Context: an optimization exercise on an open-source flow, tuned for small area, a short achievable clock period and few clock cycles per item. The choices shown serve that exercise and are no tape-out recipe.
In this exercise RTL edits were held to simulation tests only and were not proved equivalent to the original.

## the reference run
## booth_mult_top
module booth_mult_top (
	input  logic                          clk,
	input  logic                          reset,
	input  logic                          in_valid,
	input  logic signed [16-1:0] multiplicand,
	input  logic signed [16-1:0] multiplier,
	output logic                          out_valid,
	output logic signed [32-1:0] product
);
	logic [2:0] vld_r;
	always_ff @(posedge clk) begin
		if (reset) begin
			vld_r <= '0;
			out_valid <= 1'b0;
		end else begin
			vld_r <= {vld_r[1:0], in_valid};
			out_valid <= vld_r[2];
		end
	end
	logic [15:0] md_r;
	logic [7:0]  one_r, two_r, neg_r;
	logic [7:0]  one_d, two_d, neg_d;
	booth_recoder u_rec (.multiplier(multiplier), .one(one_d), .two(two_d), .neg(neg_d));
	always_ff @(posedge clk) begin
		md_r  <= multiplicand;
		one_r <= one_d;
		two_r <= two_d;
		neg_r <= neg_d;
	end
	logic pp_0_0;
	logic pp_0_1;
	logic pp_0_2;
	logic pp_0_3;
	logic pp_0_4;
	logic pp_0_5;
	logic pp_0_6;
	logic pp_0_7;
	logic pp_0_8;
	logic pp_0_9;
	logic pp_0_10;
	logic pp_0_11;
	logic pp_0_12;
	logic pp_0_13;
	logic pp_0_14;
	logic pp_0_15;
	logic pp_0_16;
	logic pps_0;
	logic pp_1_0;
	logic pp_1_1;
	logic pp_1_2;
	logic pp_1_3;
	logic pp_1_4;
	logic pp_1_5;
	logic pp_1_6;
	logic pp_1_7;
	logic pp_1_8;
	logic pp_1_9;
	logic pp_1_10;
	logic pp_1_11;
	logic pp_1_12;
	logic pp_1_13;
	logic pp_1_14;
	logic pp_1_15;
	logic pp_1_16;
	logic pps_1;
	logic pp_2_0;
	logic pp_2_1;
	logic pp_2_2;
	logic pp_2_3;
	logic pp_2_4;
	logic pp_2_5;
	logic pp_2_6;
	logic pp_2_7;
	logic pp_2_8;
	logic pp_2_9;
	logic pp_2_10;
	logic pp_2_11;
  ...
Size: about 880 cells after synthesis, about 10000 um^2 of cells after synthesis.
clock: 5.5 ns
lec_check: 0
cap_margin: 20
core_margin: 2
core_utilization: 40
setup_slack_margin: 3.3
slew_margin: 20
standard.sh (not shown) runs the stock make flow with config.mk's settings and CLKGATE_MAP_FILE= SYNTH_SCRIPT=/design/flow/synth_recipe.tcl, a recipe that flattens the netlist after the stock synthesis.
==> flow/flow/run.sh <==
#!/bin/bash
# Layout flow: the standard ORFS flow (standard.sh), unchanged synthesis, with these changes:
#  - after synthesis, polarity.py re-chooses the polarity of full adders and xor gates so that
#    fewer inverters are needed (registers and all other cells are left as they are);
#  - port buffers are buf_1 instead of the delay buffer that buffer_ports picks by default;
#  - clock tree: sink clusters of up to 32 registers under sky130_fd_sc_hd__clkbuf_16 leaves, no dummy loads.
# Each tool writes its full output to a log here: synth.log, polarity.log, standard.log
# (and ORFS's own logs under orfs/).
set -euo pipefail
R=orfs/results/sky130hd/booth_mult_top/base
bash standard.sh synth > synth.log 2>&1
cp $R/1_2_yosys.v $R/1_2_yosys_std.v
python3 flow/polarity.py $R/1_2_yosys_std.v $R/1_2_yosys.v > polarity.log 2>&1
rm -f $R/1_synth.odb $R/1_synth.sdc
export BUFFER_PORTS_ARGS="-buffer_cell sky130_fd_sc_hd__buf_1"
export CTS_ARGS="-sink_clustering_enable -repair_clock_nets -buf_list sky130_fd_sc_hd__clkbuf_16 -sink_clustering_size 32 -sink_clustering_max_diameter 80 -dont_use_dummy_load"
bash standard.sh > standard.log 2>&1
Other scripts of this flow, unchanged in this note and not shown: flow/flow/polarity.py
Testbench counts of the reference run, summed over its fixed seeds: cycles 24,024, items 24,000.
Setup changes, the reference run to the trial run
diff --git a/flow/flow/run.sh b/flow/flow/run.sh
--- a/flow/flow/run.sh
+++ b/flow/flow/run.sh
@@ -5,3 +5,3 @@
 #  - port buffers are buf_1 instead of the delay buffer that buffer_ports picks by default;
-#  - clock tree: sink clusters of up to 32 registers under sky130_fd_sc_hd__clkbuf_16 leaves, no dummy loads.
+#  - clock tree: sink clusters of up to 12 registers under sky130_fd_sc_hd__clkbuf_4 leaves, no dummy loads.
 # Each tool writes its full output to a log here: synth.log, polarity.log, standard.log
@@ -15,3 +15,3 @@
 export BUFFER_PORTS_ARGS="-buffer_cell sky130_fd_sc_hd__buf_1"
-export CTS_ARGS="-sink_clustering_enable -repair_clock_nets -buf_list sky130_fd_sc_hd__clkbuf_16 -sink_clustering_size 32 -sink_clustering_max_diameter 80 -dont_use_dummy_load"
+export CTS_ARGS="-sink_clustering_enable -repair_clock_nets -buf_list sky130_fd_sc_hd__clkbuf_4 -sink_clustering_size 12 -sink_clustering_max_diameter 40 -dont_use_dummy_load"
 bash standard.sh > standard.log 2>&1
==> comparison <==
Overall track demand over capacity in global routing up 0.28 points in the trial run wrt the reference run
Summary of the comparison: fraction of the cycle the final worst path needs is higher in the trial run, relative to the reference run.
The trial run vs the reference run: least setup slack across all paths after layout down in the trial run

separate check: timing with driven ports:
The flow's constraints put no driver on any port. The routed layouts listed below were extracted and timed again, unchanged, in two steps.
Step 1 (the two cells are an assumption about what drives the block):
set clk [get_ports {clk}]
set_driving_cell -lib_cell sky130_fd_sc_hd__clkbuf_16 $clk
set_driving_cell -lib_cell sky130_fd_sc_hd__buf_2 [delete_from_list [all_inputs] $clk]
Step 2, shift: input delay + t, output delay - t, t = (earliest + latest rising clock arrival at the registers) / 2. This alone moves slack from input paths to output paths.
Slacks: no drivers / after step 1 / after step 2; pairs: no drivers / after step 1.
| run | t, ns | setup slack, ns | hold slack, ns | worst setup path at the end | worst data-port slew with drivers (ns) |
|---|---|---|---|---|---|
| the reference run | 0.506 | 3.370 / 3.350 / 3.370 | 0.292 / 0.292 / 0.292 | register to register | 0.04 |
| the trial run | 0.626 | 3.322 / 3.279 / 3.386 | 0.266 / 0.266 / 0.266 | register to register | 0.04 |
After both steps every run listed still meets setup and hold.
